This design comes from an exercise in tuning for small area, a short achievable clock period and few clock cycles on the open sky130 flow, not from production work.
Function was checked by simulation only, so behaviour that the tests miss may differ from the original.
Power is estimated from default activity; no workload was simulated.

==> flow/design.v <==
package cpu16_pkg;
	typedef logic [16-1:0]        word_t;     
	typedef logic [$clog2(16)-1:0]  reg_idx_t;  
	typedef logic [3:0]                      flags_t;    
	typedef enum logic [1:0] {
		PH_FETCH   = 2'd0,  
		PH_DECODE  = 2'd1,  
		PH_EXECUTE = 2'd2,  
		PH_COMMIT  = 2'd3   
	} phase_t;
	typedef struct packed {
		logic [1:0] group;      
		logic [2:0] alu_op;     
		logic       const_arg;  
		reg_idx_t   ra;         
		reg_idx_t   rb;         
		logic [3:0] imm;        
		logic       ld;         
		logic       st;         
		logic       ldi;        
		logic [1:0] incdec;     
		logic       jump;       
		logic       rel;        
		logic       halt;       
	} ctrl_t;
	typedef struct packed {
		logic  write;  
		word_t addr;
		word_t wdata;
	} mem_req_t;
endpackage
`timescale 1ns/100ps
module cpu16_top (
	input  logic        CLK,
	input  logic        rst_n,
	input  logic        imem_ack,
	input  logic [15:0] imem_data,
	input  logic        dmem_ack,
	input  logic [15:0] dmem_rdata,
	output logic        imem_req,
	output logic [15:0] imem_addr,
	output logic        dmem_req,
	output logic [32:0] dmem_cmd,
	output logic        halted
);
	logic        ph;        
	logic [15:0] ir;        
	logic [15:0] a;         
	logic [15:0] b;         
	logic [15:0] fa;        
	logic [3:0]  flags;     
	logic [15:0] res_q;     
	logic        c_q;       
	logic        wr_q;      
	logic        dm_pend;   
	logic        halted_r;
	logic        tk_abs;    
	logic        tk_rel;    
	logic [15:0] regs [16];
	logic x_halt;   
	logic x_mem;    
	logic x_ld;     
	logic x_wr;     
	logic x_alu;    
	logic x_xw;     
	logic x_lw;     
	logic x_arith, x_sub, x_and, x_or, x_xor, x_shl, x_shr, x_mov;
	logic dm_wait, f_acc, x_go;
	assign dm_wait = dm_pend && !dmem_ack;
	assign f_acc   = !ph && imem_ack && !dm_wait;
	assign x_go    = ph && !dm_pend;
	logic [15:0] incval;
	assign incval = ir[13] ? b - 16'd1 : b + 16'd1;
	logic        we, w_ra, w_ld;
	logic [3:0]  waddr;
	logic [15:0] wdata;
	assign w_ld  = x_ld && dm_pend;
	assign we    = wr_q || (dm_pend && dmem_ack && x_lw) || (x_go && x_xw);
	assign w_ra  = wr_q || w_ld;
	assign waddr = w_ra ? ir[7:4] : ir[3:0];
	assign wdata = wr_q ? res_q : (w_ld ? dmem_rdata : incval);
	logic [15:0] rf_d, rf_en;
	assign rf_d = rst_n ? wdata : 16'd0;
	always_comb
		for (int i = 0; i < 16; i++)
			rf_en[i] = !rst_n || (we && waddr == 4'(i));
	always_ff @(posedge CLK)
		for (int i = 0; i < 16; i++)
			if (rf_en[i])
				regs[i] <= rf_d;
	logic [3:0] flags_n;
	assign flags_n = (wr_q && x_alu) ? {c_q, res_q == 16'd0, ~^res_q, res_q[15]} : flags;
	logic [1:0]  d_grp;
	logic [3:0]  d_aluf;
	logic        d_ldi, d_mem, d_ld, d_alu, d_incdec, d_const, d_sub, d_shl, d_fsel, d_taken;
	assign d_grp    = imem_data[15:14];
	assign d_aluf   = imem_data[13:10];
	assign d_alu    = (d_grp == 2'b11);
	assign d_ldi    = (d_grp == 2'b01) && (imem_data[9:8] == 2'b01);
	assign d_mem    = (d_grp == 2'b01) && (imem_data[9:8] != 2'b01);
	assign d_ld     = d_mem && !imem_data[10];
	assign d_incdec = imem_data[13] ^ imem_data[12];
	assign d_const  = d_alu ? imem_data[8] : d_ldi;
	assign d_sub    = d_alu && (d_aluf == 4'b0010);
	assign d_shl    = d_alu && (d_aluf == 4'b0110);
	always_comb begin
		case (imem_data[9:8])
			2'b00:   d_fsel = flags_n[3];
			2'b01:   d_fsel = flags_n[2];
			2'b10:   d_fsel = flags_n[1];
			default: d_fsel = flags_n[0];
		endcase
	end
	assign d_taken = (d_grp == 2'b10) && (!imem_data[13] || (d_fsel == imem_data[12]));
	logic [15:0] rda, rdb, fwa, fwb, a_in, b_in;
	assign rda = regs[imem_data[7:4]];
	assign rdb = regs[imem_data[3:0]];
	assign fwa = (we && waddr == imem_data[7:4]) ? wdata : rda;
	assign fwb = (we && waddr == imem_data[3:0]) ? wdata : rdb;
	logic [15:0] fa_inc;
	assign fa_inc = fa + 16'd1;
	always_comb
		for (int i = 0; i < 16; i++)
			a_in[i] = (d_grp == 2'b10) ? fa_inc[i] : (d_shl ? fwa[15-i] : fwa[i]);
	assign b_in = (d_const ? {12'd0, imem_data[3:0]} : fwb) ^ {16{d_sub}};
	logic [15:0] alu_res, sh_rev;
	logic [16:0] sum, shr_wide;
	logic        alu_c;
	assign sum      = {1'b0, a} + {1'b0, b} + {16'd0, x_sub};
	assign shr_wide = {a, 1'b0} >> b[3:0];
	always_comb
		for (int i = 0; i < 16; i++)
			sh_rev[i] = shr_wide[16-i];
	assign alu_res = ({16{x_mov}} & b) | ({16{x_arith}} & sum[15:0]) |
		({16{x_and}} & (a & b)) | ({16{x_or}} & (a | b)) | ({16{x_xor}} & (a ^ b)) |
		({16{x_shl}} & sh_rev) | ({16{x_shr}} & shr_wide[16:1]);
	assign alu_c   = (x_arith && (sum[16] ^ x_sub)) || ((x_shl || x_shr) && shr_wide[0]);
	always_ff @(posedge CLK) begin
		if (!rst_n) begin
			ph       <= 1'b0;
			fa       <= 16'h0000;
			flags    <= '0;
			wr_q     <= 1'b0;
			dm_pend  <= 1'b0;
			halted_r <= 1'b0;
			tk_abs   <= 1'b0;
			tk_rel   <= 1'b0;
		end else begin
			wr_q  <= x_go && x_wr;
			flags <= flags_n;
			if (f_acc) begin
				ph     <= 1'b1;
				fa     <= fa_inc;
				tk_abs <= d_taken && !imem_data[10];
				tk_rel <= d_taken && imem_data[10];
			end
			if (x_go) begin
				ph     <= 1'b0;
				tk_abs <= 1'b0;
				tk_rel <= 1'b0;
				if (tk_abs)
					fa <= b;
				else if (tk_rel)
					fa <= sum[15:0];
				if (x_halt)
					halted_r <= 1'b1;
			end
			if (x_go && x_mem)
				dm_pend <= 1'b1;
			else if (dmem_ack)
				dm_pend <= 1'b0;
		end
	end
	always_ff @(posedge CLK) begin
		res_q <= alu_res;
		c_q   <= alu_c;
		if (f_acc) begin
			ir      <= imem_data;
			a       <= a_in;
			b       <= b_in;
			x_halt  <= (d_grp == 2'b00) && (imem_data[13:11] == 3'b001);
			x_mem   <= d_mem;
			x_ld    <= d_ld;
			x_wr    <= d_alu || d_ldi;
			x_alu   <= d_alu;
			x_xw    <= d_ld && d_incdec;
			x_lw    <= d_ld ? !(d_incdec && (imem_data[7:4] == imem_data[3:0])) : (d_mem && d_incdec);
			x_arith <= d_alu && (d_aluf[3:2] == 2'b00) && (d_aluf[1] ^ d_aluf[0]);
			x_sub   <= d_sub;
			x_and   <= d_alu && (d_aluf == 4'b0011);
			x_or    <= d_alu && (d_aluf == 4'b0100);
			x_xor   <= d_alu && (d_aluf == 4'b0101);
			x_shl   <= d_shl;
			x_shr   <= d_alu && (d_aluf == 4'b0111);
			x_mov   <= d_ldi || (d_alu && (d_aluf[3] || (d_aluf[2:0] == 3'b000)));
		end
	end
	assign halted    = halted_r || (ph && !dm_pend && x_halt);
	assign imem_req  = !halted_r && (ph ? (!dm_pend && !x_halt && !tk_rel) : (!imem_ack || dm_wait));
	assign imem_addr = tk_abs ? b : fa;
	assign dmem_req  = (ph && !dm_pend && x_mem) || dm_wait;
	assign dmem_cmd  = {ir[10], b, a};
endmodule
export LEC_CHECK = 0
export ABC_AREA = 1
export CAP_MARGIN = 20
export CORE_MARGIN = 2
export CORE_UTILIZATION = 40
export SETUP_SLACK_MARGIN = 3.5
export SLEW_MARGIN = 20
create_clock -name core_clock -period 6.5 [get_ports {CLK}]
run.sh (not shown) runs the stock make flow with config.mk's settings and CLKGATE_MAP_FILE= SYNTH_SCRIPT=/design/flow/synth_recipe.tcl, a recipe that flattens the netlist after the stock synthesis.
Testbench counts at the start, summed over its fixed seeds: cycles 42,776.
Edit:
SETUP_SLACK_MARGIN = 3.3   (was 3.5)
Effect:
- combinational power fell by about 5%
- sequential cell count does not change
- die area is unchanged
- worst setup slack gets worse by 0.23 ns
- utilization fell by 0.99 points
- wire length fell by about 1.7%
- non-clock buffer count fell by 48
- power fell by about 0.43%
- clock power rose by about 2%
- sequential power is about the same
Edit:
SETUP_SLACK_MARGIN = 4.0   (was 3.3)
After rerunning: The new run finished clean. Global-route usage is higher by 4.1 points. Die area is unchanged. Critical path depth went up by 2. Utilization rose by 12 points. Power increases by about a fifth. Setup slack is better by 0.25 ns.
Edit:
CORE_UTILIZATION = 55   (was 40)
SETUP_SLACK_MARGIN = 3.5   (was 4.0)
What happened: The changed run finished clean. Fmax goes down by 0.33%. Cell area goes down by 19%. Cell count goes down by 10%. Worst setup slack got worse by 0.010 ns. Hold slack improved by 0.025 ns. Core utilization goes up by 7.0 points. Power goes down by 14%. Via count goes down by 9.1%. Synthesized area stays the same. Sequential power is about the same. Non-clock buffer count goes down by 203.
Edit:
==> flow/flow/run.sh (new file) <==
#!/bin/bash
set -e
export BUFFER_PORTS_ARGS="-buffer_cell sky130_fd_sc_hd__buf_2"
bash standard.sh > standard.log 2>&1
==> flow/standard.sh (new file) <==
#!/bin/bash
# synth_recipe.tcl (not shown) runs the flow's synth.tcl, then flattens the netlist and writes it again
# the make line also repeats each setting of config.mk as NAME=value (left out here)
make -C /OpenROAD-flow-scripts/flow DESIGN_CONFIG=/design/flow/config.mk WORK_HOME=/design/flow/orfs CLKGATE_MAP_FILE= SYNTH_SCRIPT=/design/flow/synth_recipe.tcl "${@:-finish}"
CORE_UTILIZATION = 40   (was 55)
removed: flow/run.sh
Effect: Sequential share of layout area rises by 0.56 points. Synthesized cell count is unchanged. Final cell count went up by 4.9%. Utilization falls by 19 points. Combinational power decreases by about 6%. Total power is lower by 2.0%. Wire length goes up by 6.2%. Global-route usage drops by 10 points. Die area is higher by 37%. Fmax falls by 1.4%. Final area drops by 1.4%.

[static timing again, ports no longer ideal]
The results above use ideal ports. As a check the final layouts listed here were re-extracted and re-timed, cells and wires unchanged. Step 1 (the two cells are an assumption about what drives the block):
set clk [get_ports {CLK}]
set_driving_cell -lib_cell sky130_fd_sc_hd__clkbuf_16 $clk
set_driving_cell -lib_cell sky130_fd_sc_hd__buf_2 [delete_from_list [all_inputs] $clk]
Step 2 adds t to the input delays and takes it off the output delays; t is the mean of the earliest and latest rising clock arrival at the registers after step 1. Input paths then give back, and output paths get back, about the clock's delay inside the block. Three values: ideal ports, drivers, drivers and shift; two values: the first two.
| run | t, ns | setup slack, ns | worst hold slack (ns) | clock arrival spread, ns | slew at the worst register clock pin (ns) |
|---|---|---|---|---|---|
| the first run | 0.629 | 3.328 / 3.295 / 2.868 | 0.488 / 0.488 / 0.488 | 0.033 / 0.033 | 0.06 / 0.06 |
| the second run | 0.633 | 3.097 / 3.041 / 2.593 | 0.488 / 0.488 / 0.488 | 0.049 / 0.049 | 0.07 / 0.07 |
| the third run | 0.642 | 3.346 / 3.297 / 2.889 | 0.477 / 0.477 / 0.477 | 0.046 / 0.046 | 0.07 / 0.07 |
| the fourth run | 0.619 | 3.335 / 3.305 / 2.858 | 0.502 / 0.502 / 0.502 | 0.017 / 0.016 | 0.07 / 0.07 |
| the fifth run | 0.628 | 3.289 / 3.230 / 2.887 | 0.490 / 0.490 / 0.490 | 0.035 / 0.034 | 0.07 / 0.07 |
After both steps every run listed still meets setup and hold. The setup slack of the second run, which loses most, moves by -0.056 ns with the drivers and by -0.504 ns with both steps.
